What follows belongs to an exercise in optimizing a design on an open flow for small area; a production flow would make more cautious choices. Only simulation tests tie the RTL to the original design; equivalence was not proved. Power figures rest on the tool's default switching activity, not on a simulated workload.

Setup of before:
==> module ws2812_apb_chain, before the edit <==
module ws2812_apb_chain #(
  parameter int NUM_LEDS     = 24,
  parameter int BIT_CYCLES   = 125,
  parameter int T0H_CYCLES   = 40,
  parameter int T1H_CYCLES   = 80,
  parameter int RESET_CYCLES = 6000
) (
  input  logic        PCLK,
  input  logic        PRESET,
  input  logic        PSEL,
  input  logic        PENABLE,
  input  logic        PWRITE,
  input  logic [31:0] PADDR,
  input  logic [31:0] PWDATA,
  output logic [31:0] PRDATA,
  output logic        PREADY,
  output logic        PSLVERR,
  output logic        LED,
  output logic        FRAME_DONE
);
  localparam int N  = NUM_LEDS;
  localparam int CW = $clog2(BIT_CYCLES);
  localparam logic [CW-1:0] CMAX = CW'(BIT_CYCLES - 1);
  localparam logic [CW-1:0] CPRE = CW'(BIT_CYCLES - 2);
  localparam logic [CW-1:0] T0H  = CW'(T0H_CYCLES);
  localparam logic [CW-1:0] T1H  = CW'(T1H_CYCLES);
  localparam int NR = N / 4;
  logic [23:0]  d_q [N];
  logic         v_q;
  logic [1:0]   rot_q;
  logic          busy_q, lat_q, pend_q;
  logic [4:0]    np_q;       
  logic [4:0]    bit_q;      
  logic [CW-1:0] cyc_q;
  logic [23:0]   s_q;        
  logic          auto_q, done_q, led_q, fd_q;
  logic [9:0]  w;
  logic        acc, wr, rd, setw;
  logic        hit_pix, hit_ctrl, hit_stat;
  logic        start, cend, cpre, bnd, pb, need, ldb, fe, evt, early, cap;
  logic [4:0]  idx, midx;
  logic        men;
  logic [1:0]  rslot, wslot;
  logic [N-1:0] we, wd, sel;
  logic         clr;
  logic [23:0] rdat;
  logic        unused_ok;
  assign w        = PADDR[11:2];
  assign acc      = PSEL & PENABLE;
  assign wr       = acc & PWRITE;
  assign rd       = acc & ~PWRITE;
  assign setw     = PSEL & ~PENABLE & PWRITE;
  assign hit_pix  = (w[9:5] == 5'd0) & (w[4:0] < 5'(N));
  assign hit_ctrl = w == 10'h3FE;
  assign hit_stat = w == 10'h3FF;
  assign unused_ok = ^{PADDR[31:12], PADDR[1:0], PWDATA[31:24]};
  always_ff @(posedge PCLK)
    rot_q <= rot_q + 2'd1;
  assign wslot = w[1:0] + rot_q + 2'd1;
  assign clr   = ~v_q & PSEL & PWRITE & hit_pix;
  always_comb
    for (int k = 0; k < N; k++) begin
      wd[k] = (k % 2 == 0) && PSEL && PWRITE && hit_pix &&
              w[4:2] == 3'(k / 4) && wslot == 2'(k % 4);
      we[k] = (k % 2 == 0) && (clr || wd[k]);
    end
  always_ff @(posedge PCLK)
    for (int k = 0; k < N; k++)
      if (k % 4 == 0)
        d_q[k] <= we[k] ? (wd[k] ? PWDATA[23:0] : 24'h000000) : ~d_q[k + 3];
      else if (k % 4 == 2)
        d_q[k] <= we[k] ? (wd[k] ? ~PWDATA[23:0] : 24'hFFFFFF) : ~d_q[k - 1];
      else
        d_q[k] <= d_q[k - 1];
  always_ff @(posedge PCLK or posedge PRESET) begin
    if (PRESET) v_q <= 1'b0;
    else if (wr && hit_pix) v_q <= 1'b1;
  end
  assign idx  = (busy_q & ~(lat_q & np_q[1])) ? np_q : 5'd0;
  assign midx = rd ? w[4:0] : idx;
  assign men  = v_q & (~rd | hit_pix);
  assign rslot = midx[1:0] + rot_q;
  always_comb
    for (int k = 0; k < N; k++)
      sel[k] = men && midx[4:2] == 3'(k / 4) && rslot == 2'(k % 4);
  always_comb begin
    rdat = '0;
    for (int k = 0; k < N; k++)
      rdat = rdat | ({24{sel[k]}} & ((k % 4 >= 2) ? ~d_q[k] : d_q[k]));
  end
  assign PREADY  = 1'b1;
  assign PSLVERR = acc & ~(hit_pix | hit_ctrl | hit_stat);
  assign PRDATA  = {8'h00, rdat[23:2],
                    rdat[1:0] | (hit_ctrl ? {auto_q, 1'b0} :
                                 hit_stat ? {done_q, busy_q} : 2'b00)};
  assign LED        = led_q;
  assign FRAME_DONE = fd_q;
  assign start = ~busy_q & wr & hit_ctrl & PWDATA[0];
  assign cend  = cyc_q == CMAX;
  assign cpre  = cyc_q == CPRE;
  assign bnd   = busy_q & cend & (bit_q == 5'd0);
  assign pb    = busy_q & cpre & (bit_q == 5'd0);
  assign need  = lat_q ? (np_q[1] & auto_q) : (np_q != 5'(N));
  assign ldb   = bnd & need;
  assign fe    = bnd & lat_q & np_q[1];               
  assign evt   = start | ldb | pend_q;
  assign early = pb & need & setw;
  assign cap   = early | (evt & ~rd & ~(ldb & wr));
  always_ff @(posedge PCLK) begin
    if (cap) s_q <= rdat;
    if (!busy_q || cend) cyc_q <= '0;
    else                 cyc_q <= cyc_q + CW'(1);
    if (!busy_q)         bit_q <= 5'd23;
    else if (cend)       bit_q <= (bit_q == 5'd0) ? 5'd23 : bit_q - 5'd1;
    if (evt && !rd)      np_q <= idx + 5'd1;
    else if (fe)         np_q <= 5'd0;
    else if (bnd && (lat_q || np_q == 5'(N))) np_q <= np_q + 5'd1;
    pend_q <= (ldb | pend_q) & rd;
    if (!busy_q || fe)   lat_q <= 1'b0;
    else if (bnd && np_q == 5'(N)) lat_q <= 1'b1;
  end
  always_ff @(posedge PCLK or posedge PRESET) begin
    if (PRESET) begin
      busy_q <= 1'b0;
      auto_q <= 1'b0;
      done_q <= 1'b0;
      led_q  <= 1'b0;
      fd_q   <= 1'b0;
    end else begin
      if (start)           busy_q <= 1'b1;
      else if (fe && !auto_q) busy_q <= 1'b0;
      if (wr && hit_ctrl)  auto_q <= PWDATA[1];
      if (fe)              done_q <= 1'b1;
      else if (wr && hit_stat && PWDATA[1]) done_q <= 1'b0;
      led_q <= busy_q & ~lat_q & (cyc_q < (s_q[bit_q] ? T1H : T0H));
      fd_q  <= fe;
    end
  end
endmodule
==> flow/config.mk <==
export PLATFORM = sky130hd
export DESIGN_NAME = ws2812_apb_chain
export DESIGN_NICKNAME = ws2812_apb_chain
export VERILOG_FILES = /design/flow/design.v
export SDC_FILE = /design/flow/constraint.sdc
export NUM_CORES = 4
export LEC_CHECK = 0
export ABC_AREA = 1
export CAP_MARGIN = 0
export CORE_MARGIN = 2
export CORE_UTILIZATION = 65
export CTS_BUF_LIST = sky130_fd_sc_hd__clkbuf_16
export CTS_CLUSTER_DIAMETER = 80
export CTS_CLUSTER_SIZE = 32
export PLACE_DENSITY = 0.75
export SLEW_MARGIN = 0
==> flow/constraint.sdc <==
create_clock -name core_clock -period 10.0 [get_ports {PCLK}]
set_input_delay 2.0000 -clock core_clock [delete_from_list [all_inputs] [get_ports {PCLK}]]
set_output_delay 2.0000 -clock core_clock [all_outputs]
set_load 0.01 [all_outputs]
standard.sh (not shown) runs the stock make flow with config.mk's settings and CLKGATE_MAP_FILE= SYNTH_SCRIPT=/design/flow/synth_recipe.tcl, a recipe that flattens the netlist after the stock synthesis.
==> flow/flow/run.sh <==
#!/bin/bash
# Standard ORFS layout with an area-oriented ABC mapping script and small
# port buffers. Synthesis is the standard script (synth_recipe.tcl);
# only the ABC script it reads from SCRIPTS_DIR differs.
set -euo pipefail
here=$(pwd)
rm -rf "$here/scripts_mod"
cp -r "$FLOW_HOME/scripts" "$here/scripts_mod"
cp "$here/flow/abc_area.script" "$here/scripts_mod/abc_area.script"
cp "$here/flow/abc_area.script" "$here/scripts_mod/abc_speed.script"
bash standard.sh SCRIPTS_DIR="$here/scripts_mod" \
  BUFFER_PORTS_ARGS="-buffer_cell sky130_fd_sc_hd__buf_1" \
  finish > "$here/make_finish.log" 2>&1
==> flow/flow/abc_area.script <==
strash
&get -n
&st
&dch -f
&nf -R 1000
&put
topo
--- input diff before..after ---
diff --git a/flow/design.v b/flow/design.v
--- a/flow/design.v
+++ b/flow/design.v
@@ -23,13 +23,13 @@
   localparam logic [CW-1:0] CMAX = CW'(BIT_CYCLES - 1);
   localparam logic [CW-1:0] CPRE = CW'(BIT_CYCLES - 2);
   localparam logic [CW-1:0] T0H  = CW'(T0H_CYCLES);
   localparam logic [CW-1:0] T1H  = CW'(T1H_CYCLES);
   localparam int NR = N / 4;
   logic [23:0]  d_q [N];
-  logic         v_q;
+  logic [N-1:0] v_q;
   logic [1:0]   rot_q;
   logic          busy_q, lat_q, pend_q;
   logic [4:0]    np_q;       
   logic [4:0]    bit_q;      
   logic [CW-1:0] cyc_q;
   logic [23:0]   s_q;        
@@ -38,14 +38,13 @@
   logic        acc, wr, rd, setw;
   logic        hit_pix, hit_ctrl, hit_stat;
   logic        start, cend, cpre, bnd, pb, need, ldb, fe, evt, early, cap;
   logic [4:0]  idx, midx;
   logic        men;
   logic [1:0]  rslot, wslot;
-  logic [N-1:0] we, wd, sel;
-  logic         clr;
+  logic [N-1:0] wp, sel;
   logic [23:0] rdat;
   logic        unused_ok;
   assign w        = PADDR[11:2];
   assign acc      = PSEL & PENABLE;
   assign wr       = acc & PWRITE;
   assign rd       = acc & ~PWRITE;
@@ -54,38 +53,37 @@
   assign hit_ctrl = w == 10'h3FE;
   assign hit_stat = w == 10'h3FF;
   assign unused_ok = ^{PADDR[31:12], PADDR[1:0], PWDATA[31:24]};
   always_ff @(posedge PCLK)
     rot_q <= rot_q + 2'd1;
   assign wslot = w[1:0] + rot_q + 2'd1;
-  assign clr   = ~v_q & PSEL & PWRITE & hit_pix;
   always_comb
-    for (int k = 0; k < N; k++) begin
-      wd[k] = (k % 2 == 0) && PSEL && PWRITE && hit_pix &&
+    for (int k = 0; k < N; k++)
+      wp[k] = (k % 2 == 0) && PSEL && PWRITE && hit_pix &&
               w[4:2] == 3'(k / 4) && wslot == 2'(k % 4);
-      we[k] = (k % 2 == 0) && (clr || wd[k]);
-    end
   always_ff @(posedge PCLK)
     for (int k = 0; k < N; k++)
       if (k % 4 == 0)
-        d_q[k] <= we[k] ? (wd[k] ? PWDATA[23:0] : 24'h000000) : ~d_q[k + 3];
+        d_q[k] <= ~(wp[k] ? ~PWDATA[23:0] : d_q[k + 3]);
       else if (k % 4 == 2)
-        d_q[k] <= we[k] ? (wd[k] ? ~PWDATA[23:0] : 24'hFFFFFF) : ~d_q[k - 1];
+        d_q[k] <= ~(wp[k] ? PWDATA[23:0] : d_q[k - 1]);
       else
         d_q[k] <= d_q[k - 1];
   always_ff @(posedge PCLK or posedge PRESET) begin
-    if (PRESET) v_q <= 1'b0;
-    else if (wr && hit_pix) v_q <= 1'b1;
+    if (PRESET) v_q <= '0;
+    else
+      for (int k = 0; k < N; k++)
+        v_q[k] <= wp[k] | v_q[(k % 4 == 0) ? k + 3 : k - 1];
   end
   assign idx  = (busy_q & ~(lat_q & np_q[1])) ? np_q : 5'd0;
   assign midx = rd ? w[4:0] : idx;
-  assign men  = v_q & (~rd | hit_pix);
+  assign men  = ~rd | hit_pix;
   assign rslot = midx[1:0] + rot_q;
   always_comb
     for (int k = 0; k < N; k++)
-      sel[k] = men && midx[4:2] == 3'(k / 4) && rslot == 2'(k % 4);
+      sel[k] = men && v_q[k] && midx[4:2] == 3'(k / 4) && rslot == 2'(k % 4);
   always_comb begin
     rdat = '0;
     for (int k = 0; k < N; k++)
       rdat = rdat | ({24{sel[k]}} & ((k % 4 >= 2) ? ~d_q[k] : d_q[k]));
   end
   assign PREADY  = 1'b1;
[summary]
Count of fill cells added during filler insertion is lower on before. after vs before — peak supply drop rose 0.017 mV. Post-place instance area, after vs before: up by a few percent. Post-layout total power in after is about 2.4% lower than in before. Number of flip-flops and latches (higher): after. after gives more number of clock buffers in the layout than before did. The higher setup slack of after and before is in before. after — count of multi-input combinational gates about 7% lower, before as reference. Measured against after, the power density over the cells of before comes out at 1.06 times the reference value.

## what the ideal ports hide
In the flow no input, the clock included, has a driving cell. The finished layouts below were timed again as built, in two steps. Step 1 (the two cells are an assumption about what drives the block):
set clk [get_ports {PCLK}]
set_driving_cell -lib_cell sky130_fd_sc_hd__clkbuf_16 $clk
set_driving_cell -lib_cell sky130_fd_sc_hd__buf_2 [delete_from_list [all_inputs] $clk]
Step 2, shift: input delay + t, output delay - t, t = (earliest + latest rising clock arrival at the registers) / 2. This alone moves slack from input paths to output paths. Slacks: no drivers / after step 1 / after step 2; pairs: no drivers / after step 1.
| run | t (ns) | slack for setup (ns) | hold WS [ns] | worst register clock-pin slew, ns | worst slew at a driven data input, ns |
|---|---|---|---|---|---|
| before | 0.615 | 0.946 / 0.925 / 0.925 | 0.334 / 0.334 / 0.334 | 0.12 / 0.12 | 0.06 |
| after | 0.615 | 0.709 / 0.685 / 0.685 | 0.350 / 0.350 / 0.350 | 0.12 / 0.12 | 0.05 |
After both steps every run listed still meets setup and hold. For after, which loses most, drivers alone change the setup slack by -0.024 ns; drivers and shift together by -0.024 ns.
